What follows belongs to an exercise in optimizing a design on an open flow for small area, a short achievable clock period and few clock cycles per item; a production flow would make more cautious choices.
In this exercise RTL edits were held to simulation tests only and were not proved equivalent to the original.
Power and IR drop assume default switching activity.

==> run a <==
==> flow/design.v <==
`default_nettype none
package rx_phy_pkg;
  localparam logic [7:0] sym_stp = 8'hFB;
  localparam logic [7:0] sym_sdp = 8'h5C;
  localparam logic [7:0] sym_end = 8'hFD;
  localparam logic [7:0] sym_edb = 8'hFE;
endpackage
`default_nettype wire
`timescale 1ns/1ns
`default_nettype none
module rx_symbol_decode (
  input  logic [31:0] data_i,
  input  logic [3:0]  data_k_i,
  output logic [35:0] word_o
);
  always_comb begin
    for (int i = 0; i < 4; i++) begin
      logic [7:0] v;
      logic       s, t, g, f;
      v = data_i[8*i +: 8];
      t = (v == rx_phy_pkg::sym_stp);
      s = t || (v == rx_phy_pkg::sym_sdp);
      g = (v == rx_phy_pkg::sym_end);
      f = s || g || (v == rx_phy_pkg::sym_edb);
      word_o[9*i +: 9] = data_k_i[i] ? {1'b1, v[7:4], t, g, f, s} : {1'b0, v};
    end
  end
endmodule
`default_nettype wire
`timescale 1ns/1ns
`default_nettype none
module rx_data_handler (
  input  logic                  clk_i,
  input  logic                  rst_i,
  input  logic                  phy_link_up_i,
  input  logic                  phy_fifo_empty_i,
  output logic                  phy_fifo_rd_en_o,
  input  logic                  data_valid_i,
  input  logic [31:0]           data_i,
  input  logic [3:0]            data_k_i,
  output logic [31:0]           m_axis_tdata_o,
  output logic [3:0]            m_axis_tkeep_o,
  output logic                  m_axis_tvalid_o,
  output logic                  m_axis_tlast_o,
  output logic [1:0]            m_axis_tuser_o,
  input  logic                  m_axis_tready_i
);
  logic [35:0] word_in;
  rx_symbol_decode i_decode (
    .data_i   (data_i),
    .data_k_i (data_k_i),
    .word_o   (word_in)
  );
  logic [2:0][35:0] b_q;
  logic [2:0]  wp_q, rp_q;
  logic [35:0] w0_q;
  logic [1:0]  wc_q;
  logic        w0v_q;
  logic        rd_ok_q;
  logic        rd_q;
  logic [3:0]  m_q;
  logic        drop_q;
  logic        open_q;
  logic        tlp_q;
  logic [4:0]  hc_q;
  logic [3:0][7:0] acc_q;
  logic [31:0] od_q;
  logic [3:1]  ok_q;
  logic        ol_q;
  logic [1:0]  ou_q;
  logic        ov_q;
  logic            open_n, tlp_n;
  logic [4:0]      hc_n;
  logic [3:0][3:0] tgt;
  logic [3:0]      w_e, w_n;
  logic            emit;
  logic            cut;
  logic [3:0]      rem_m;
  logic [3:1]      e_keep;
  logic            e_last, e_nul, e_tlp;
  logic            quirk;
  logic [3:0]      d, f, s, g, t;
  logic [4:0]      ob, tb;
  logic [4:0][4:0] hb;
  logic [3:0]      ea, eb, em, pay, segn, prior, clash, cutb, go, first;
  logic [4:0]      stopb;
  logic [3:0][3:0] ln;
  logic [3:0]      we_all;
  always_comb begin
    for (int i = 0; i < 4; i++) begin
      d[i] = m_q[i] && !w0_q[9*i+8];
      f[i] = m_q[i] &&  w0_q[9*i+8] && w0_q[9*i+1];
      s[i] = m_q[i] &&  w0_q[9*i+8] && w0_q[9*i];
      g[i] = w0_q[9*i+2];
      t[i] = w0_q[9*i+3];
    end
    ob[0] = open_q;
    hb[0] = hc_q;
    tb[0] = tlp_q;
    for (int i = 0; i < 4; i++) begin
      pay[i]   = d[i] && ob[i];
      ea[i]    = pay[i] && hb[i][4];
      eb[i]    = f[i] && ob[i] && !hb[i][0];
      ln[i]    = ea[i] ? 4'b0001 : hb[i][3:0];
      ob[i+1]  = f[i] ? s[i] : ob[i];
      tb[i+1]  = s[i] ? t[i] : tb[i];
      hb[i+1]  = f[i] ? 5'b00001 : pay[i] ? {ln[i], 1'b0} : hb[i];
    end
    em = ea | eb;
    prior[0] = 1'b0;
    for (int i = 1; i < 4; i++) prior[i] = prior[i-1] || em[i-1];
    segn  = prior | ea;
    first = em & ~prior;
    we_all = '0;
    for (int i = 0; i < 4; i++) begin
      if (pay[i] && !segn[i]) we_all = we_all | ln[i];
    end
    for (int i = 0; i < 4; i++) begin
      clash[i] = pay[i] && segn[i] && ((ln[i] & we_all) != 4'b0000);
      cutb[i]  = (em[i] && prior[i] && !drop_q) || clash[i];
    end
    stopb[0] = 1'b0;
    for (int i = 0; i < 4; i++) stopb[i+1] = stopb[i] || cutb[i];
    go    = ~stopb[4:1];
    cut   = stopb[4];
    rem_m = m_q & stopb[4:1];
    open_n = ob[4];
    hc_n   = hb[4];
    tlp_n  = tb[4];
    for (int i = 3; i >= 0; i--) begin
      if (cutb[i] && !stopb[i]) begin
        open_n = ob[i];
        hc_n   = hb[i];
        tlp_n  = tb[i];
      end
    end
    emit   = em != 4'b0000;
    e_keep = 3'b111;
    e_last = 1'b0;
    e_nul  = 1'b0;
    e_tlp  = tlp_q;
    for (int i = 0; i < 4; i++) begin
      if (first[i]) begin
        e_tlp = tb[i];
        if (eb[i]) begin
          e_keep = {hb[i][4], hb[i][4] | hb[i][3], hb[i][4] | hb[i][3] | hb[i][2]};
          e_last = 1'b1;
          e_nul  = !g[i];
        end
      end
    end
    tgt = '0;
    w_e = '0;
    w_n = '0;
    for (int i = 0; i < 4; i++) begin
      if (pay[i] && (!segn[i] || go[i])) tgt[i] = ln[i];
      if (pay[i] && !segn[i])            w_e = w_e | ln[i];
      if (pay[i] && segn[i] && go[i])    w_n = w_n | ln[i];
    end
  end
  assign quirk = (m_q == 4'b1111) && open_q && hc_q[4] &&
                 !w0_q[8] && w0_q[17] && w0_q[9] && !w0_q[26] && w0_q[35] && w0_q[28];
  logic [3:0][7:0] sel, e_b;
  always_comb begin
    for (int j = 0; j < 4; j++) begin
      sel[j] = '0;
      for (int i = 0; i < 4; i++) begin
        sel[j] = sel[j] | ({8{tgt[i][j]}} & w0_q[9*i +: 8]);
      end
      e_b[j] = w_e[j] ? sel[j] : acc_q[j];
    end
  end
  logic fire, cons;
  always_comb begin
    w0_q = '0;
    for (int k = 0; k < 3; k++) w0_q = w0_q | ({36{rp_q[k]}} & b_q[k]);
  end
  logic [2:0] wc_n;
  assign fire   = w0v_q && (!ov_q || m_axis_tready_i);
  assign cons   = fire && !cut;
  logic [2:0] wc_in, wc_in_rd;
  assign wc_in    = {1'b0, wc_q} + {2'b00, data_valid_i};
  assign wc_in_rd = wc_in + {2'b00, phy_fifo_rd_en_o};
  assign wc_n     = cons ? wc_in - 3'd1 : wc_in;
  assign phy_fifo_rd_en_o = !rst_i && phy_link_up_i && !phy_fifo_empty_i && rd_ok_q;
  always_ff @(posedge clk_i) begin
    if (rst_i) begin
      wc_q    <= 2'd0;
      w0v_q   <= 1'b0;
      wp_q    <= 3'b001;
      rp_q    <= 3'b001;
      rd_q    <= 1'b0;
      rd_ok_q <= 1'b0;
      m_q     <= 4'b1111;
      drop_q  <= 1'b0;
      open_q  <= 1'b0;
      hc_q    <= 5'b00001;
      ov_q    <= 1'b0;
    end else begin
      rd_q    <= phy_fifo_rd_en_o;
      wc_q    <= wc_n[1:0];
      w0v_q   <= cons ? (wc_in > 3'd1) : (wc_in != 3'd0);
      if (data_valid_i) wp_q <= {wp_q[1:0], wp_q[2]};
      if (cons)         rp_q <= {rp_q[1:0], rp_q[2]};
      rd_ok_q <= cons ? (wc_in_rd <= 3'd3) : (wc_in_rd <= 3'd2);
      if (fire) begin
        open_q <= open_n;
        hc_q   <= hc_n;
        m_q    <= cut ? rem_m : 4'b1111;
        drop_q <= cut && quirk;
      end
      ov_q <= (fire && emit) || (ov_q && !m_axis_tready_i);
    end
  end
  always_ff @(posedge clk_i) begin
    for (int k = 0; k < 3; k++) begin
      if (data_valid_i && wp_q[k]) b_q[k] <= word_in;
    end
    if (fire) begin
      tlp_q <= tlp_n;
    end
    for (int j = 0; j < 4; j++) begin
      if (fire && (w_e[j] || w_n[j])) acc_q[j] <= sel[j];
    end
    if (fire && emit) begin
      od_q <= e_b;
      ok_q <= e_keep;
      ol_q <= e_last;
      ou_q <= {e_nul && e_last, e_tlp};
    end
  end
  assign m_axis_tvalid_o = ov_q;
  assign m_axis_tdata_o  = od_q;
  assign m_axis_tkeep_o  = {ok_q, 1'b1};
  assign m_axis_tlast_o  = ol_q;
  assign m_axis_tuser_o  = ou_q;
endmodule
`default_nettype wire
==> flow/run.sh <==
#!/bin/bash
# synth_recipe.tcl (not shown) runs the flow's synth.tcl, then flattens the netlist and writes it again
# the make line also repeats each setting of config.mk as NAME=value (left out here)
make -C /OpenROAD-flow-scripts/flow DESIGN_CONFIG=/design/flow/config.mk WORK_HOME=/design/flow/orfs CLKGATE_MAP_FILE= SYNTH_SCRIPT=/design/flow/synth_recipe.tcl finish
==> flow/config.mk <==
export PLATFORM = sky130hd
export DESIGN_NAME = rx_data_handler
export DESIGN_NICKNAME = rx_data_handler
export VERILOG_FILES = /design/flow/design.v
export SDC_FILE = /design/flow/constraint.sdc
export NUM_CORES = 4
export LEC_CHECK = 0
export ABC_AREA = 1
export CAP_MARGIN = 20
export CORE_MARGIN = 2
export CORE_UTILIZATION = 40
export PLACE_DENSITY = 0.6
export SETUP_SLACK_MARGIN = 4.5
export SLEW_MARGIN = 20
==> flow/constraint.sdc <==
create_clock -name core_clock -period 8.0 [get_ports {clk_i}]
set_input_delay 1.6000 -clock core_clock [delete_from_list [all_inputs] [get_ports {clk_i}]]
set_output_delay 1.6000 -clock core_clock [all_outputs]
set_load 0.01 [all_outputs]
==> run b (differences from run a) <==
--- a/flow/design.v
+++ b/flow/design.v
@@ -193,6 +193,3 @@
       rd_ok_q <= 1'b0;
-      m_q     <= 4'b1111;
-      drop_q  <= 1'b0;
       open_q  <= 1'b0;
-      hc_q    <= 5'b00001;
       ov_q    <= 1'b0;
@@ -207,5 +204,2 @@
         open_q <= open_n;
-        hc_q   <= hc_n;
-        m_q    <= cut ? rem_m : 4'b1111;
-        drop_q <= cut && quirk;
       end
@@ -220,2 +214,10 @@
       tlp_q <= tlp_n;
+      hc_q  <= hc_n;
+    end
+    if (!w0v_q) begin
+      m_q    <= 4'b1111;
+      drop_q <= 1'b0;
+    end else if (fire) begin
+      m_q    <= cut ? rem_m : 4'b1111;
+      drop_q <= cut && quirk;
     end
CORE_UTILIZATION = 30   (was 40)
CTS_BUF_LIST = sky130_fd_sc_hd__clkbuf_8   (was default)
GPL_TIMING_DRIVEN = 0   (was default)
PLACE_DENSITY = 0.5   (was 0.6)
SETUP_SLACK_MARGIN = 4.3   (was 4.5)
==> results.txt <==
item	run a	run b
Instance count after placement with tap cells included	1547	1680
Destination of the worst register-to-register timing path	acc_q[31]	acc_q[0]
Multi-input gate area in the final layout	4850 um^2	4480 um^2
Clock insertion delay at the later pin of the skew report	0.52 ns	0.54 ns
Power drawn by the sequential cells	0.00148 W	0.00160 W
Post-route cell area	14200 um^2	13900 um^2
DRC marker count from the first detailed-route iteration	828	874
Met3 routing resource usage after global routing	4.02%	2.87%
Power Clock	0.00111 W	0.000899 W
Number of CTS-inserted buffers	23	37
Clock period minus worst slack	3.67 ns	3.68 ns
Global routing usage summed across all routing layers	23.8%	17.6%
Average wire per cell in the routed design	19.2 um	17.6 um
Worst-case vdd ir drop	0.000196 V	0.000202 V
Fmax	272 MHz	272 MHz
Outcome	no timing/DRC/antenna violations	no timing/DRC/antenna violations
Cell-internal power	0.00317 W	0.00337 W
Testbench counts of run a, summed over its fixed seeds: cycles 34,759, items 32,299.
Testbench counts of run b, summed over its fixed seeds: cycles 34,759, items 32,299.

## re-timing with driven ports
No port has a modelled driver above. Below, the same layouts with a new extraction and two added sets of constraints. Step 1 assumes that a clkbuf_16 drives the clock port and a buf_2 every other input. Step 2 moves the port delays by t, midway between the first and last clock arrival at a register: inputs arrive t later, outputs are due t later. That takes back most of the time a late clock gives input paths. Slacks: ideal ports / drivers / drivers and shift; pairs: ideal ports / drivers.
| run | t, ns | setup slack, ns | worst setup path after step 2 | worst slew at a driven data input, ns |
|---|---|---|---|---|
| run a | 0.562 | 4.327 / 4.327 / 4.111 | input to register | 0.06 |
| run b | 0.572 | 4.320 / 4.308 / 4.098 | input to register | 0.04 |
After both steps every run listed still meets setup and hold. The setup slack of run b, which loses most, moves by -0.012 ns with the drivers and by -0.222 ns with both steps.
